Context: an optimization exercise on an open-source flow, tuned for small area and a short achievable clock period. The choices shown serve that exercise and are no tape-out recipe.
Where RTL was checked, it was by simulation tests only, not by an equivalence proof against the original.

==> module xgmii2axis_rx, before the edit <==
module xgmii2axis_rx (
    input  logic        clk,
    input  logic        inv_aresetn,
    input  logic [63:0] xgmii_d_i,
    input  logic [7:0]  xgmii_c_i,
    output logic [63:0] m_axis_tdata_o,
    output logic [7:0]  m_axis_tkeep_o,
    output logic        m_axis_tvalid_o,
    output logic        m_axis_tlast_o,
    output logic        m_axis_tuser_o,
    output logic [31:0] good_frames_o,
    output logic [31:0] bad_frames_o
);
    function automatic logic [7:0] last_keep(input logic [2:0] lane);
        case (lane)
            3'd0: last_keep = 8'h0F;
            3'd1: last_keep = 8'h1F;
            3'd2: last_keep = 8'h3F;
            3'd3: last_keep = 8'h7F;
            3'd4: last_keep = 8'hFF;
            3'd5: last_keep = 8'h01;
            3'd6: last_keep = 8'h03;
            default: last_keep = 8'h07;
        endcase
    endfunction
    logic        x_start, x_data, x_beat;
    logic [7:0]  x_term_at;
    logic [63:0] held_q;
    logic        h_start0_q, h_data_q, h_start;
    logic [7:0]  h_term_at_q;
    logic        first_q, data_q;
    logic        h_frame, h_tail, h_end;
    logic [31:0] crc_q;
    logic [31:0] crc_next;
    logic        crc_ok;
    logic [7:0]  end_keep;
    logic        end_q;
    logic [7:0]  end_term_at_q;
    logic [63:0] tdata_q;
    logic [7:0]  tkeep_q;
    logic        tvalid_q, tlast_q, tuser_q;
    logic [31:0] good_q, bad_q;
    logic [63:0] ctrl_mask;
    always_comb begin
        ctrl_mask[7:0] = 8'h00;
        for (int l = 1; l < 8; l++) ctrl_mask[8*l +: 8] = {8{xgmii_c_i[l-1]}};
    end
    assign h_start = h_start0_q && (held_q[63:16] == 48'hD55555555555);
    assign h_frame = (first_q || data_q) && h_data_q;
    assign h_tail  = data_q && |h_term_at_q[7:5];
    assign h_end   = data_q && !h_data_q;
    xgmii_ctrl_decode u_decode (
        .xgmii_d_i   (xgmii_d_i),
        .xgmii_c_i   (xgmii_c_i),
        .start_lane0_o (x_start),
        .data_o      (x_data),
        .term_at_o   (x_term_at)
    );
    xgmii_rx_beat u_beat (
        .xgmii_d_i (xgmii_d_i[63:40]),
        .xgmii_c_i (xgmii_c_i),
        .frame_i   (h_frame),
        .end_i     (end_q),
        .beat_o    (x_beat)
    );
    logic        crc_init;
    logic [31:0] crc_d;
    assign crc_init = h_start && !data_q;
    for (genvar b = 0; b < 32; b++) begin : g_init
        xgmii_rx_or2 u_or (.a_i(crc_next[b]), .b_i(crc_init), .y_o(crc_d[b]));
    end
    crc32_d64 u_crc (
        .crc_i  (crc_q),
        .data_i (held_q),
        .crc_o  (crc_next)
    );
    xgmii_rx_check u_check (
        .crc_i     (crc_q),
        .term_at_i (end_term_at_q),
        .ok_o      (crc_ok)
    );
    always_comb begin
        end_keep = 8'hFF;
        for (int l = 0; l < 8; l++) begin
            if (end_term_at_q[l]) end_keep = last_keep(3'(l));
        end
    end
    always_ff @(posedge clk) begin
        held_q        <= xgmii_d_i & ~ctrl_mask;
        h_term_at_q   <= x_term_at;
        crc_q         <= crc_d;
        if (h_frame || h_tail) tdata_q <= held_q;
        end_term_at_q <= h_term_at_q;
        tkeep_q       <= end_q ? end_keep : 8'hFF;
        tlast_q       <= end_q;
        tuser_q       <= end_q && crc_ok;
        if (inv_aresetn) begin
            h_start0_q <= 1'b0;
            h_data_q  <= 1'b0;
            first_q   <= 1'b0;
            data_q    <= 1'b0;
            end_q     <= 1'b0;
            tvalid_q  <= 1'b0;
            good_q    <= '0;
            bad_q     <= '0;
        end else begin
            h_start0_q <= x_start;
            h_data_q  <= x_data;
            first_q   <= h_start && !data_q;
            data_q    <= h_frame;
            end_q     <= h_end;
            tvalid_q  <= x_beat;
            if (end_q) begin
                if (crc_ok) good_q <= good_q + 1'b1;
                else bad_q <= bad_q + 1'b1;
            end
        end
    end
    assign m_axis_tdata_o  = tdata_q;
    assign m_axis_tkeep_o  = tkeep_q;
    assign m_axis_tvalid_o = tvalid_q;
    assign m_axis_tlast_o  = tlast_q;
    assign m_axis_tuser_o  = tuser_q;
    assign good_frames_o   = good_q;
    assign bad_frames_o    = bad_q;
endmodule
==> flow/config.mk <==
export PLATFORM = sky130hd
export DESIGN_NAME = xgmii2axis_rx
export DESIGN_NICKNAME = xgmii2axis_rx
export VERILOG_FILES = /design/flow/design.v
export SDC_FILE = /design/flow/constraint.sdc
export NUM_CORES = 4
export LEC_CHECK = 0
export CAP_MARGIN = 20
export CORE_MARGIN = 2
export CORE_UTILIZATION = 40
export CTS_CLUSTER_DIAMETER = 120
export CTS_CLUSTER_SIZE = 30
export SLEW_MARGIN = 20
export SYNTH_HIERARCHICAL = 1
==> flow/constraint.sdc <==
create_clock -name core_clock -period 15.0 [get_ports {clk}]
set_input_delay 3.0000 -clock core_clock [delete_from_list [all_inputs] [get_ports {clk}]]
set_output_delay 3.0000 -clock core_clock [all_outputs]
set_load 0.01 [all_outputs]
standard.sh (not shown) runs the stock make flow with config.mk's settings and CLKGATE_MAP_FILE= SYNTH_SCRIPT=/design/flow/synth_recipe.tcl, a recipe that flattens the netlist after the stock synthesis.
==> flow/flow/run.sh <==
#!/bin/bash
# The standard layout, with plain buffers (not delay cells) on the ports, and timing repair
# aimed at a 4.12 ns period (setup margin 10.88 ns on the 15 ns clock)
set -euo pipefail
bash standard.sh "BUFFER_PORTS_ARGS=-buffer_cell sky130_fd_sc_hd__buf_1" SETUP_SLACK_MARGIN=10.88 finish > layout.log 2>&1
Rerun with:
--- a/flow/design.v
+++ b/flow/design.v
@@ -632,9 +632,8 @@
     logic [31:0] crc_next;
     logic        crc_ok;
     logic [7:0]  end_keep;
     logic        end_q;
-    logic [7:0]  end_term_at_q;
     logic [63:0] tdata_q;
     logic [7:0]  tkeep_q;
     logic        tvalid_q, tlast_q, tuser_q;
     logic [31:0] good_q, bad_q;
@@ -673,23 +672,22 @@
         .crc_o  (crc_next)
     );
     xgmii_rx_check u_check (
         .crc_i     (crc_q),
-        .term_at_i (end_term_at_q),
+        .term_at_i (h_term_at_q),
         .ok_o      (crc_ok)
     );
     always_comb begin
         end_keep = 8'hFF;
         for (int l = 0; l < 8; l++) begin
-            if (end_term_at_q[l]) end_keep = last_keep(3'(l));
+            if (h_term_at_q[l]) end_keep = last_keep(3'(l));
         end
     end
     always_ff @(posedge clk) begin
         held_q        <= xgmii_d_i & ~ctrl_mask;
-        h_term_at_q   <= x_term_at;
+        if (!h_end) h_term_at_q <= x_term_at;
         crc_q         <= crc_d;
         if (h_frame || h_tail) tdata_q <= held_q;
-        end_term_at_q <= h_term_at_q;
         tkeep_q       <= end_q ? end_keep : 8'hFF;
         tlast_q       <= end_q;
         tuser_q       <= end_q && crc_ok;
         if (inv_aresetn) begin
After rerunning:
- The changed run completed without violations
- sequential share of layout area goes down by 0.72 points
- setup slack degrades by 9.3 ps
- routed wire length came out higher by 4.0%
- core utilization increases by 1.0 points
- global-route usage increases by 1.4 points
- design area barely changes
- clock skew hardly moves
- synthesized cell count came out lower by 1.1%
- final cell count came out lower by 1.6%
- first-iteration DRC count increases by 0.79%
- hold slack is better by 130 ps
For the second run of this note, only the layout was checked, not whether the RTL still works.

alpha:
Another version of the RTL of xgmii2axis_rx (not shown whole).
For scale: ~1300 cells after synthesis, about 210 I/O pins, about 0.013 mm2 of cells after synthesis.
==> module xgmii2axis_rx, before the edit <==
module xgmii2axis_rx (
    input  logic        clk,
    input  logic        inv_aresetn,
    input  logic [63:0] xgmii_d_i,
    input  logic [7:0]  xgmii_c_i,
    output logic [63:0] m_axis_tdata_o,
    output logic [7:0]  m_axis_tkeep_o,
    output logic        m_axis_tvalid_o,
    output logic        m_axis_tlast_o,
    output logic        m_axis_tuser_o,
    output logic [31:0] good_frames_o,
    output logic [31:0] bad_frames_o
);
    function automatic logic [31:0] residue_at(input logic [2:0] lane);
        case (lane)
            3'd0: residue_at = 32'h842A3990;
            3'd1: residue_at = 32'h94784E13;
            3'd2: residue_at = 32'h1C759789;
            3'd3: residue_at = 32'h19F6EB51;
            3'd4: residue_at = 32'h9ADD2096;
            3'd5: residue_at = 32'h62932081;
            3'd6: residue_at = 32'h4E3D5E5C;
            default: residue_at = 32'h39DD08E2;
        endcase
    endfunction
    function automatic logic [7:0] last_keep(input logic [2:0] lane);
        case (lane)
            3'd0: last_keep = 8'h0F;
            3'd1: last_keep = 8'h1F;
            3'd2: last_keep = 8'h3F;
            3'd3: last_keep = 8'h7F;
            3'd4: last_keep = 8'hFF;
            3'd5: last_keep = 8'h01;
            3'd6: last_keep = 8'h03;
            default: last_keep = 8'h07;
        endcase
    endfunction
    logic        x_start, x_data, x_beat;
    logic [7:0]  x_term_at;
    logic [63:0] held_q;
    logic        h_start_q, h_data_q;
    logic [7:0]  h_term_at_q;
    logic        first_q, data_q;
    logic        h_frame, h_tail, h_end;
    logic [31:0] crc_q;
    logic [31:0] crc_next;
    logic        crc_hit;
    logic [7:0]  h_keep;
    logic        end_q, end_good_q;
    logic [63:0] tdata_q;
    logic [7:0]  tkeep_q;
    logic        tvalid_q, tlast_q, tuser_q;
    logic [31:0] good_q, bad_q;
    logic [63:0] ctrl_mask;
    always_comb begin
        for (int l = 0; l < 8; l++) ctrl_mask[8*l +: 8] = {8{xgmii_c_i[l]}};
    end
    assign h_frame = (first_q || data_q) && h_data_q;
    assign h_tail  = data_q && |h_term_at_q[7:5];
    assign h_end   = data_q && !h_data_q;
    xgmii_ctrl_decode u_decode (
        .xgmii_d_i   (xgmii_d_i),
        .xgmii_c_i   (xgmii_c_i),
        .start_o     (x_start),
        .data_o      (x_data),
        .term_at_o   (x_term_at)
    );
    xgmii_rx_beat u_beat (
        .xgmii_d_i (xgmii_d_i[63:40]),
        .xgmii_c_i (xgmii_c_i),
        .frame_i   (h_frame),
        .end_i     (end_q),
        .beat_o    (x_beat)
    );
    crc32_d64 u_crc (
        .crc_i  (crc_q),
        .data_i (held_q),
        .crc_o  (crc_next)
    );
    always_comb begin
        logic [31:0] residue;
        residue = '0;
        h_keep  = 8'hFF;
        for (int l = 0; l < 8; l++) begin
            if (h_term_at_q[l]) begin
                residue = residue | residue_at(3'(l));
                h_keep  = last_keep(3'(l));
            end
        end
        crc_hit = (|h_term_at_q) && (crc_next == residue);
    end
    always_ff @(posedge clk) begin
        held_q      <= xgmii_d_i & ~ctrl_mask;
        h_term_at_q <= x_term_at;
        crc_q       <= (h_start_q && !data_q) ? xgmii_rx_pkg::CRC_PRESET : crc_next;
        if (h_frame || h_tail) tdata_q <= held_q;
        end_good_q  <= crc_hit;
        if (!end_q) tkeep_q <= h_end ? h_keep : 8'hFF;
        tlast_q     <= end_q;
        tuser_q     <= end_q && end_good_q;
        if (inv_aresetn) begin
            h_start_q <= 1'b0;
            h_data_q  <= 1'b0;
            first_q   <= 1'b0;
            data_q    <= 1'b0;
            end_q     <= 1'b0;
            tvalid_q  <= 1'b0;
            good_q    <= '0;
            bad_q     <= '0;
        end else begin
            h_start_q <= x_start;
            h_data_q  <= x_data;
            first_q   <= h_start_q && !data_q;
            data_q    <= h_frame;
            end_q     <= h_end;
            tvalid_q  <= x_beat;
            if (end_q) begin
                if (end_good_q) good_q <= good_q + 1'b1;
                else bad_q <= bad_q + 1'b1;
            end
        end
    end
    assign m_axis_tdata_o  = tdata_q;
    assign m_axis_tkeep_o  = tkeep_q;
    assign m_axis_tvalid_o = tvalid_q;
    assign m_axis_tlast_o  = tlast_q;
    assign m_axis_tuser_o  = tuser_q;
    assign good_frames_o   = good_q;
    assign bad_frames_o    = bad_q;
endmodule
==> flow/config.mk <==
export PLATFORM = sky130hd
export DESIGN_NAME = xgmii2axis_rx
export DESIGN_NICKNAME = xgmii2axis_rx
export VERILOG_FILES = /design/flow/design.v
export SDC_FILE = /design/flow/constraint.sdc
export NUM_CORES = 4
export LEC_CHECK = 0
export CAP_MARGIN = 20
export CORE_MARGIN = 2
export CORE_UTILIZATION = 40
export CTS_CLUSTER_DIAMETER = 90
export CTS_CLUSTER_SIZE = 24
export SLEW_MARGIN = 20
export SYNTH_HIERARCHICAL = 1
==> flow/constraint.sdc <==
create_clock -name core_clock -period 15.0 [get_ports {clk}]
set_input_delay 3.0000 -clock core_clock [delete_from_list [all_inputs] [get_ports {clk}]]
set_output_delay 3.0000 -clock core_clock [all_outputs]
set_load 0.01 [all_outputs]
==> flow/flow/run.sh <==
#!/bin/bash
# The standard layout, with plain buffers (not delay cells) on the ports, and timing repair
# aimed at a 4.25 ns period (setup margin 10.75 ns on the 15 ns clock)
set -euo pipefail
bash standard.sh "BUFFER_PORTS_ARGS=-buffer_cell sky130_fd_sc_hd__buf_2" SETUP_SLACK_MARGIN=10.75 finish > layout.log 2>&1
alpha closes out successfully: all stages finished, all timing, DRC and antenna checks passed.
> inputs changed (alpha -> beta)
diff --git a/flow/design.v b/flow/design.v
--- a/flow/design.v
+++ b/flow/design.v
@@ -509,15 +509,16 @@
     logic        h_start_q, h_data_q;
     logic [7:0]  h_term_at_q;
     logic        first_q, data_q;
     logic        h_frame, h_tail, h_end;
     logic [31:0] crc_q;
     logic [31:0] crc_next;
-    logic        crc_hit;
-    logic [7:0]  h_keep;
-    logic        end_q, end_good_q;
+    logic        crc_ok;
+    logic [7:0]  end_keep;
+    logic        end_q;
+    logic [7:0]  end_term_at_q;
     logic [63:0] tdata_q;
     logic [7:0]  tkeep_q;
     logic        tvalid_q, tlast_q, tuser_q;
     logic [31:0] good_q, bad_q;
     logic [63:0] ctrl_mask;
     always_comb begin
@@ -544,31 +545,31 @@
         .crc_i  (crc_q),
         .data_i (held_q),
         .crc_o  (crc_next)
     );
     always_comb begin
         logic [31:0] residue;
-        residue = '0;
-        h_keep  = 8'hFF;
+        residue  = '0;
+        end_keep = 8'hFF;
         for (int l = 0; l < 8; l++) begin
-            if (h_term_at_q[l]) begin
-                residue = residue | residue_at(3'(l));
-                h_keep  = last_keep(3'(l));
+            if (end_term_at_q[l]) begin
+                residue  = residue | residue_at(3'(l));
+                end_keep = last_keep(3'(l));
             end
         end
-        crc_hit = (|h_term_at_q) && (crc_next == residue);
+        crc_ok = (|end_term_at_q) && (crc_q == residue);
     end
     always_ff @(posedge clk) begin
-        held_q      <= xgmii_d_i & ~ctrl_mask;
-        h_term_at_q <= x_term_at;
-        crc_q       <= (h_start_q && !data_q) ? xgmii_rx_pkg::CRC_PRESET : crc_next;
+        held_q        <= xgmii_d_i & ~ctrl_mask;
+        h_term_at_q   <= x_term_at;
+        crc_q         <= (h_start_q && !data_q) ? xgmii_rx_pkg::CRC_PRESET : crc_next;
         if (h_frame || h_tail) tdata_q <= held_q;
-        end_good_q  <= crc_hit;
-        if (!end_q) tkeep_q <= h_end ? h_keep : 8'hFF;
-        tlast_q     <= end_q;
-        tuser_q     <= end_q && end_good_q;
+        end_term_at_q <= h_term_at_q;
+        tkeep_q       <= end_q ? end_keep : 8'hFF;
+        tlast_q       <= end_q;
+        tuser_q       <= end_q && crc_ok;
         if (inv_aresetn) begin
             h_start_q <= 1'b0;
             h_data_q  <= 1'b0;
             first_q   <= 1'b0;
             data_q    <= 1'b0;
             end_q     <= 1'b0;
@@ -580,13 +581,13 @@
             h_data_q  <= x_data;
             first_q   <= h_start_q && !data_q;
             data_q    <= h_frame;
             end_q     <= h_end;
             tvalid_q  <= x_beat;
             if (end_q) begin
-                if (end_good_q) good_q <= good_q + 1'b1;
+                if (crc_ok) good_q <= good_q + 1'b1;
                 else bad_q <= bad_q + 1'b1;
             end
         end
     end
     assign m_axis_tdata_o  = tdata_q;
     assign m_axis_tkeep_o  = tkeep_q;
--- outcome ---
A startpoint of the most critical setup path of xgmii_d_i[6] is what alpha shows, while xgmii_c_i[0] belongs to beta. Changes observed in beta relative to alpha: met1 routing resource usage after global routing went down 2.3 points; clock-pin slew of the registers on the worst-case setup and hold paths held; clock period minus worst slack went up 0.020 ns; ratio of cells with drive above 1 in the final layout went down 2.7 points; synthesized cell count went up 80. [diff] design area, beta relative to alpha: regression.
No functional check of the RTL was part of alpha.

-- afterwards: timing with drivers on the ports --
In the flow no input, the clock included, has a driving cell. The finished layouts below were timed again as built, in two steps. Step 1 (the two cells are an assumption about what drives the block):
set clk [get_ports {clk}]
set_driving_cell -lib_cell sky130_fd_sc_hd__clkbuf_16 $clk
set_driving_cell -lib_cell sky130_fd_sc_hd__buf_2 [delete_from_list [all_inputs] $clk]
Step 2 also shifts input and output timing later by t, the mid clock arrival at the registers, as if the neighbouring blocks saw the same clock. a / b / c = ideal ports / drivers / drivers and shift; a / b = the first two.
| run | shift t [ns] | setup WS [ns] | worst hold slack (ns) | worst setup path after step 2 |
|---|---|---|---|---|
| the first run of note 1 | 0.531 | 10.918 / 10.871 / 10.427 | 0.342 / 0.342 / 0.342 | input to register |
| the second run of note 1 | 0.535 | 10.909 / 10.855 / 10.408 | 0.467 / 0.467 / 0.467 | input to register |
| alpha | 0.558 | 10.804 / 10.788 / 10.275 | 0.449 / 0.449 / 0.449 | input to register |
| beta | 0.557 | 10.784 / 10.754 / 10.253 | 0.343 / 0.343 / 0.343 | input to register |
After both steps every run listed still meets setup and hold. The setup slack of beta, which loses most, moves by -0.030 ns with the drivers and by -0.531 ns with both steps.
